From an optimization exercise on the open Yosys and OpenROAD flow, aimed at small area, a short achievable clock period and few clock cycles per item; shortcuts taken in it are not production practice. Function was checked by simulation only, so behaviour that the tests miss may differ from the original. Power and IR drop assume default switching activity.

==> build 15 <==
## indent_style_detector_core
module indent_style_detector_core (
	input  logic        clk,
	input  logic        arst_n,
	input  logic        in_valid,
	output logic        in_ready,
	input  logic [7:0]  text_byte,
	input  logic        has_byte,
	input  logic        end_of_line,
	output logic        out_valid,
	input  logic        out_ready,
	output logic        keep_going,
	output logic [1:0]  tab_style,
	output logic [7:0]  indent_size,
	output logic [31:0] lines_seen,
	input  logic        cfg_we,
	input  logic [1:0]  cfg_index,
	input  logic [15:0] cfg_data
);
clock: 8.0 ns
lec_check: 0
cap_margin: 20
core_margin: 2
core_utilization: 55
place_density: 0.7
setup_slack_margin: 5.0
slew_margin: 20
standard.sh (not shown) runs the stock make flow with config.mk's settings and CLKGATE_MAP_FILE= SYNTH_SCRIPT=/design/flow/synth_recipe.tcl, a recipe that flattens the netlist after the stock synthesis.
==> flow/flow/run.sh <==
#!/bin/bash
# The standard layout (standard.sh, unchanged synthesis and steps) with three
# tool settings changed: port buffers use the plain buf cell family, CTS uses clkbuf_8 and adds no
# dummy loads, and the setup margin stays at 5.0.
# The clock period and I/O constraints are untouched.
set -euo pipefail
sed -e 's/SETUP_SLACK_MARGIN=[0-9.]*/SETUP_SLACK_MARGIN=5.0 "BUFFER_PORTS_ARGS=-buffer_cell sky130_fd_sc_hd__buf_2" "CTS_ARGS=-sink_clustering_enable -repair_clock_nets -dont_use_dummy_load -buf_list sky130_fd_sc_hd__clkbuf_8"/' standard.sh > standard_tuned.sh
bash standard_tuned.sh > standard.log 2>&1
==> build 6: changes against build 15 <==
--- a/flow/design.v
+++ b/flow/design.v
@@ -358,13 +358,10 @@
 			end else begin
 				style_nx = isd_pkg::STYLE_SPACES;
 			end
 		end
 	end
-	logic [16:0] kg_sub, ql_sub;
-	assign kg_sub = {1'b0, line_total_q} - {1'b0, max_lines_q};
-	assign ql_sub = {4'd0, th_floor_q} - {1'b0, max_q};
 	assign rc_take = rcb_v_q && in_range[rcb_idx_q] && (rd_q > max_q);
 	always_ff @(posedge clk or negedge arst_n) begin
 		if (!arst_n) begin
 			line_total_q  <= 16'd0;
 			tab_total_q   <= 16'd0;
@@ -387,12 +384,12 @@
 			if (rc_take) begin
 				max_q <= rd_q;
 			end
 			if (rc_fin) begin
 				rc_busy_q     <= 1'b0;
-				qual_q        <= ql_sub[16];
-				keep_going_q  <= kg_sub[16];
+				qual_q        <= max_q > {3'd0, th_floor_q};
+				keep_going_q  <= line_total_q < max_lines_q;
 			end
 		end else if (s4_fire) begin
 			line_total_q  <= line_nx;
 			if (s4_tabl_q) begin
 				tab_total_q <= tab_inc;
@@ -423,11 +420,11 @@
 		if (!cfg_we && rc_busy_q) begin
 			if (rc_take) begin
 				max_idx_q <= rcb_idx_q;
 			end
 			if (rc_fin) begin
-				indent_size_q <= ql_sub[16] ? ind_cur : 8'd0;
+				indent_size_q <= (max_q > {3'd0, th_floor_q}) ? ind_cur : 8'd0;
 			end
 		end else if (!cfg_we && s4_fire) begin
 			max_idx_q     <= idx_nx;
 			indent_size_q <= !qual_nx ? 8'd0 : idx_take ? ind_bin : ind_cur;
 		end
==> flow/run.sh (new file) <==
#!/bin/bash
# synth_recipe.tcl (not shown) runs the flow's synth.tcl, then flattens the netlist and writes it again
# the make line also repeats each setting of config.mk as NAME=value (left out here)
make -C /OpenROAD-flow-scripts/flow DESIGN_CONFIG=/design/flow/config.mk WORK_HOME=/design/flow/orfs CLKGATE_MAP_FILE= SYNTH_SCRIPT=/design/flow/synth_recipe.tcl finish
==> flow/config.mk (replaced) <==
export PLATFORM = sky130hd
export DESIGN_NAME = indent_style_detector_core
export DESIGN_NICKNAME = indent_style_detector_core
export VERILOG_FILES = /design/flow/design.v
export SDC_FILE = /design/flow/constraint.sdc
export NUM_CORES = 4
export LEC_CHECK = 0
export ABC_AREA = 1
export CAP_MARGIN = 20
export CORE_MARGIN = 2
export CORE_UTILIZATION = 55
export PLACE_DENSITY = 0.7
export SETUP_SLACK_MARGIN = 4.7
export SLEW_MARGIN = 20
removed: flow/flow/run.sh
removed: flow/standard.sh
==> comparison <==
Build 6 passed the timing, DRC and antenna checks. Build 15 passed the timing, DRC and antenna checks. Combinational power: build 15 is lower than build 6 (about 56%). Against build 15, the synthesized area of build 6 is smaller by about 1%. Of build 6 and build 15, build 6 has the higher via count (gap 4.4%, measured against build 15). Between build 6 and build 15, the lower synthesized cell count is in build 15 (gap about 27%, measured against build 15). Of build 6 and build 15, build 15 has the higher count of clock-buffer cells in the layout (gap 13). First-iteration DRC count: build 6 is smaller than build 15 (about 17%). Against build 6, the clock power of build 15 is smaller by about 27%. Of build 15 and build 6, build 6 has the higher sequential share of layout area (gap 2.3 points).
==> figures <==
| metric | build 15 | build 6 |
|---|---|---|
| Mux cell area share after synthesis | 8.154% | 0% |
| Placeable Area | 40830 sq um | 40550 sq um |
| Clock Root Buffer | sky130_fd_sc_hd__clkbuf_8 | sky130_fd_sc_hd__clkbuf_16 |
| Cells after Synth | 2149 | 2735 |
| Slew at the pin closest to its max-slew limit | 992.8 ps | 1059 ps |
| Multi-input combinational gate total | 1574 | 1965 |
| Fmax | 290.5 MHz | 309.0 MHz |
| Clock network power | 1.34 mW | 1.83 mW |
| Multi-input gate share of total cell area | 47.36% | 42.58% |
| Total GRT Usage | 28.24% | 27.65% |
| Drt total wl | 62.65 mm | 58.56 mm |
| Non-Clock Buffer Area Fraction | 6.630% | 3.538% |
| Inverters | 121 | 337 |
| Overall Power | 4.131 mW | 5.668 mW |
| Status | finished clean | finished clean |
| Detail Route met2 WL | 29.24 mm | 27.09 mm |
| Quantity of gates resized following cts | 135 | 21 |
| Endpoint of the worst register-to-register path | indent_size_q[5] | max_q[4] |
Testbench counts of build 15, summed over its fixed seeds: cycles 171,851, lines 9,600.
Testbench counts of build 6, summed over its fixed seeds: cycles 171,851, lines 9,600.

* * *

==> job 4380 <==
indent_style_detector_core, a different RTL version from the one above (not shown whole).
==> flow/design.v (excerpt) <==
module indent_style_detector_core (
	input  logic        clk,
	input  logic        arst_n,
	input  logic        in_valid,
	output logic        in_ready,
	input  logic [7:0]  text_byte,
	input  logic        has_byte,
	input  logic        end_of_line,
	output logic        out_valid,
	input  logic        out_ready,
	output logic        keep_going,
	output logic [1:0]  tab_style,
	output logic [7:0]  indent_size,
	output logic [31:0] lines_seen,
	input  logic        cfg_we,
	input  logic [1:0]  cfg_index,
	input  logic [15:0] cfg_data
);
clock: 8.0 ns
lec_check: 0
abc_clock_period_in_ps: 2500
cap_margin: 20
core_margin: 2
core_utilization: 40
place_density: 0.6
setup_slack_margin: 5.0
slew_margin: 20
run.sh (not shown) runs the stock make flow with config.mk's settings and CLKGATE_MAP_FILE= SYNTH_SCRIPT=/design/flow/synth_recipe.tcl, a recipe that flattens the netlist after the stock synthesis.
Stock flow here: none of the scripts above is used.
==> job 8348: changes against job 4380 <==
--- a/flow/design.v
+++ b/flow/design.v
@@ -73,12 +73,16 @@
 	logic       rc_busy_q;
 	logic [3:0] rc_idx_q;
 	logic       rc_fin;
 	assign rc_fin = rc_busy_q && rc_idx_q == 4'd9;
 	logic out_valid_q;
-	logic adv;
-	assign adv = (!out_valid_q || out_ready) && !rc_busy_q;
+	logic out_free;    
+	logic s2_go;       
+	logic s2_fire;
+	assign out_free = !out_valid_q || out_ready;
+	assign s2_go    = pend_q && !rc_busy_q;
+	assign s2_fire  = s2_go && out_free;
 	isd_pkg::isd_word_t in_word;
 	isd_pkg::isd_word_t w0_q, w1_q;
 	logic w0_v_q, w1_v_q;
 	logic in_ready_q;
 	logic acc, cons;
@@ -105,11 +109,11 @@
 	logic        run_b, tab_b, skip_b, cont_b, spnz_b;
 	logic [15:0] sp_b;
 	logic        run_d, tab_d, skip_d, cont_d, spnz_d;
 	logic [15:0] sp_d;
 	assign acc  = in_valid && in_ready_q;
-	assign cons = w0_v_q && (!pend_q || adv);
+	assign cons = w0_v_q && (!pend_q || s2_fire);
 	always_comb begin
 		if (cons) begin
 			w0_v_d = w1_v_q || acc;
 			w1_v_d = w1_v_q && acc;
 		end else begin
@@ -181,11 +185,11 @@
 			clr_q  <= 1'b1;
 		end else begin
 			if (cons) begin
 				pend_q <= w0_q.eol;
 				clr_q  <= w0_q.eol;
-			end else if (adv) begin
+			end else if (s2_fire) begin
 				pend_q <= 1'b0;
 			end
 		end
 	end
 	always_ff @(posedge clk) begin
@@ -199,42 +203,62 @@
 		end
 	end
 	logic [15:0] prev_q;
 	logic [2:0]  bin;
 	logic        hit;
-	logic        s2_fire;
 	logic        s3_v_q, s3_tabl_q, s3_spl_q, s3_hit_q;
 	logic [2:0]  s3_bin_q;
-	assign s2_fire = adv && pend_q;
 	logic [16:0] d_up;
+	logic        s2b_v_q, s2b_neg_q, s2b_hiz_q, s2b_hio_q, s2b_cls_q, s2b_tabl_q, s2b_spl_q;
+	logic [7:0]  s2b_dlo_q;
+	assign d_up = {1'b0, sp_q} - {1'b0, prev_q};
+	always_ff @(posedge clk or negedge arst_n) begin
+		if (!arst_n) begin
+			prev_q  <= 16'd0;
+			s2b_v_q <= 1'b0;
+		end else if (out_free) begin
+			s2b_v_q <= s2_go;
+			if (s2_go && !skip_q && !tab_q && cont_q) begin
+				prev_q <= sp_q;
+			end
+		end
+	end
+	always_ff @(posedge clk) begin
+		if (s2_fire) begin
+			s2b_neg_q  <= d_up[16];
+			s2b_hiz_q  <= d_up[15:8] == 8'd0;
+			s2b_hio_q  <= d_up[15:8] == 8'hFF;
+			s2b_dlo_q  <= d_up[7:0];
+			s2b_cls_q  <= !skip_q && !tab_q && cont_q;
+			s2b_tabl_q <= !skip_q && tab_q;
+			s2b_spl_q  <= !skip_q && !tab_q && spnz_q;
+		end
+	end
 	logic [8:0]  e_up;
 	logic [9:0]  e_dn;
 	logic        win_up, win_dn;
+	logic        s2b_fire;
+	assign s2b_fire = out_free && s2b_v_q;
 	always_comb begin
-		d_up   = {1'b0, sp_q} - {1'b0, prev_q};
-		e_up   = {1'b0, d_up[7:0]} - {1'b0, min_indent_q};
-		e_dn   = {2'b0, ~d_up[7:0]} + 10'd1 - {2'b0, min_indent_q};
-		win_up = (d_up[15:8] == 8'd0) && !e_up[8] && (e_up[7:3] == 5'd0) && in_range[e_up[2:0]];
-		win_dn = (d_up[15:8] == 8'hFF) && (e_dn[9:3] == 7'd0) && in_range[e_dn[2:0]];
-		bin    = d_up[16] ? e_dn[2:0] : e_up[2:0];
-		hit    = !skip_q && !tab_q && cont_q && (d_up[16] ? win_dn : win_up);
+		e_up   = {1'b0, s2b_dlo_q} - {1'b0, min_indent_q};
+		e_dn   = {2'b0, ~s2b_dlo_q} + 10'd1 - {2'b0, min_indent_q};
+		win_up = s2b_hiz_q && !e_up[8] && (e_up[7:3] == 5'd0) && in_range[e_up[2:0]];
+		win_dn = s2b_hio_q && (e_dn[9:3] == 7'd0) && in_range[e_dn[2:0]];
+		bin    = s2b_neg_q ? e_dn[2:0] : e_up[2:0];
+		hit    = s2b_cls_q && (s2b_neg_q ? win_dn : win_up);
 	end
 	always_ff @(posedge clk or negedge arst_n) begin
 		if (!arst_n) begin
-			prev_q <= 16'd0;
 			s3_v_q <= 1'b0;
-		end else if (adv) begin
-			s3_v_q <= pend_q;
-			if (pend_q && !skip_q && !tab_q && cont_q) begin
-				prev_q <= sp_q;
-			end
+		end else if (out_free) begin
+			s3_v_q <= s2b_v_q;
 		end
 	end
 	always_ff @(posedge clk) begin
-		if (s2_fire) begin
-			s3_tabl_q <= !skip_q && tab_q;
-			s3_spl_q  <= !skip_q && !tab_q && spnz_q;
+		if (s2b_fire) begin
+			s3_tabl_q <= s2b_tabl_q;
+			s3_spl_q  <= s2b_spl_q;
 			s3_hit_q  <= hit;
 			s3_bin_q  <= bin;
 		end
 	end
 	logic [15:0] hist_q [8];
@@ -246,22 +270,22 @@
 	logic        s4_v_q, s4_tabl_q, s4_spl_q, s4_hit_q;
 	logic [2:0]  s4_bin_q;
 	logic        rcb_v_q;        
 	logic [2:0]  rcb_idx_q;
 	logic        s3_fire, s4_fire;
-	assign s3_fire  = adv && s3_v_q;
-	assign s4_fire  = adv && s4_v_q;
+	assign s3_fire  = out_free && s3_v_q;
+	assign s4_fire  = out_free && s4_v_q;
 	assign rd_idx   = rc_busy_q ? rc_idx_q[2:0] : s3_bin_q;
 	assign bump_val = sat_inc(rd_q);
 	assign rd_val   = (s4_fire && s4_hit_q && s4_bin_q == rd_idx) ? bump_val
 		: hist_v_q[rd_idx] ? hist_q[rd_idx] : 16'd0;
 	always_ff @(posedge clk or negedge arst_n) begin
 		if (!arst_n) begin
 			s4_v_q  <= 1'b0;
 			rcb_v_q <= 1'b0;
 		end else begin
-			if (adv) begin
+			if (out_free) begin
 				s4_v_q <= s3_v_q;
 			end
 			rcb_v_q <= !cfg_we && rc_busy_q && !rc_idx_q[3];
 		end
 	end
@@ -290,11 +314,10 @@
 	logic        qual_q;        
 	logic        th_inc, th_sat, fl_inc;
 	logic [12:0] floor_inc;
 	logic        max_inc, idx_take;
 	logic [15:0] line_nx, tab_inc, space_inc;
-	logic [15:0] max_m1;
 	logic [7:0]  ind_bin, ind_cur;
 	logic [1:0]  style_nx;
 	logic        qual_nx;
 	logic [2:0]  idx_nx;
 	logic        rc_take;
@@ -303,13 +326,12 @@
 	logic [7:0]  indent_size_q;
 	assign th_inc    = s4_tabl_q || s4_hit_q;
 	assign th_sat    = (th_floor_q == 13'd6553) && (th_rem_q == 4'd5);
 	assign fl_inc    = th_inc && !th_sat && (th_rem_q == 4'd9);
 	assign floor_inc = th_floor_q + 13'd1;
-	assign max_m1    = max_q - 16'd1;
 	assign max_inc   = s4_hit_q && (rd_q == max_q) && !(&max_q);
-	assign idx_take  = max_inc || (s4_hit_q && (rd_q == max_m1) && (s4_bin_q < max_idx_q));
+	assign idx_take  = max_inc || (s4_hit_q && (bump_val == max_q) && (s4_bin_q < max_idx_q));
 	assign idx_nx    = idx_take ? s4_bin_q : max_idx_q;
 	assign ind_bin   = min_indent_q + {5'd0, s4_bin_q};
 	assign ind_cur   = min_indent_q + {5'd0, max_idx_q};
 	assign line_nx   = sat_inc(line_total_q);
 	assign tab_inc   = sat_inc(tab_total_q);
@@ -408,11 +430,11 @@
 		end
 	end
 	always_ff @(posedge clk or negedge arst_n) begin
 		if (!arst_n) begin
 			out_valid_q <= 1'b0;
-		end else if (adv) begin
+		end else if (out_free) begin
 			out_valid_q <= s4_v_q;
 		end
 	end
 	assign out_valid   = out_valid_q;
 	assign keep_going  = keep_going_q;
==> flow/flow/run.sh (new file) <==
#!/bin/bash
# The standard layout (standard.sh, unchanged synthesis and steps) with three
# tool settings changed: port buffers use the plain buf cell family, CTS adds no
# dummy loads, and the setup repair aims further below the period.
# The clock period and I/O constraints are untouched.
set -euo pipefail
sed -e 's/SETUP_SLACK_MARGIN=[0-9.]*/SETUP_SLACK_MARGIN=5.4 "BUFFER_PORTS_ARGS=-buffer_cell sky130_fd_sc_hd__buf_2" "CTS_ARGS=-sink_clustering_enable -repair_clock_nets -dont_use_dummy_load"/' standard.sh > standard_tuned.sh
bash standard_tuned.sh > standard.log 2>&1
==> flow/standard.sh (new file) <==
#!/bin/bash
# synth_recipe.tcl (not shown) runs the flow's synth.tcl, then flattens the netlist and writes it again
# the make line also repeats each setting of config.mk as NAME=value (left out here)
make -C /OpenROAD-flow-scripts/flow DESIGN_CONFIG=/design/flow/config.mk WORK_HOME=/design/flow/orfs CLKGATE_MAP_FILE= SYNTH_SCRIPT=/design/flow/synth_recipe.tcl "${@:-finish}"
Settings changed: ABC_AREA set to 1, ABC_CLOCK_PERIOD_IN_PS 2500 to unset, CORE_UTILIZATION 40 to 55, PLACE_DENSITY 0.6 to 0.7.
removed: flow/run.sh
==> run summary <==
| quantity | job 4380 | job 8348 |
|---|---|---|
| Run status | timing/DRC/antenna clean | timing/DRC/antenna clean |
| Area fraction in and, or, nand and nor cells after synthesis | 15.5% | 24.7% |
| Clock buffer and inverter area fraction after layout | 5.47% | 3.88% |
| Fraction of standard cell area that is sequential | 37.0% | 38.1% |
| Vias per cell | 5.56 | 5.73 |
| Dpl cell area | 23200 µm² | 23400 µm² |
| Number of cells on the worst reg-to-reg path | 17 | 16 |
| Share of the core filled with cells in the final layout | 50.5% | 66.9% |
| Final WL | 55300 µm | 62300 µm |
| Skew final | 0.0512 ns | 0.0289 ns |
| RR Startpoint | sp_q[0] | rd_q[1] |
| Multi-input gate area in the final layout | 12200 µm² | 11900 µm² |
| Pwr/cell area | 184 nW/µm² | 211 nW/µm² |
| Detailed Place HPWL | 37500 µm | 40800 µm |
| Largest incremental delay on the critical path | 0.58 ns | 0.54 ns |
| Post-route worst hold slack | 0.422 ns | 0.422 ns |
| Critical path data required time | 8.43 ns | 6.40 ns |
| Number of nets in the layout | 2346 | 3087 |
| Unique cell type count in the Yosys netlist | 94 | 65 |
| Most common library cell in the layout ignoring fill and taps | sky130_fd_sc_hd__edfxtp_1 | sky130_fd_sc_hd__nand2_1 |
| Area fraction of the dominant cell type after synthesis | 27.4% | 28.1% |
| Final std cell area, no fill | 26700 µm² | 27100 µm² |
| Origin of the worst min-delay path | s3_spl_q | s3_tabl_q |
Testbench counts of job 4380, summed over its fixed seeds: cycles 171,843, lines 9,600.
Testbench counts of job 8348, summed over its fixed seeds: cycles 171,851, lines 9,600.

port drivers added, routing unchanged:
How much do the figures lean on ideal ports? The routed layouts below were timed once more, with nothing changed but the port constraints. Step 1, drivers: a clkbuf_16 drives clk and a buf_2 each remaining input, both assumed. Step 2 moves the port delays by t, midway between the first and last clock arrival at a register: inputs arrive t later, outputs are due t later. That takes back most of the time a late clock gives input paths. Three values: ideal ports, drivers, drivers and shift; two values: the first two.
run	t, ns	setup WS [ns]	worst hold slack (ns)
build 15	0.674	4.557 / 4.557 / 4.245	0.423 / 0.423 / 0.423
build 6	0.620	4.764 / 4.705 / 4.255	0.424 / 0.424 / 0.424
job 4380	0.621	4.112 / 4.112 / 4.112	0.422 / 0.422 / 0.422
job 8348	0.611	5.201 / 5.141 / 4.865	0.422 / 0.422 / 0.422
After both steps every run listed still meets setup and hold. For build 6, which loses most, drivers alone change the setup slack by -0.059 ns; drivers and shift together by -0.509 ns.
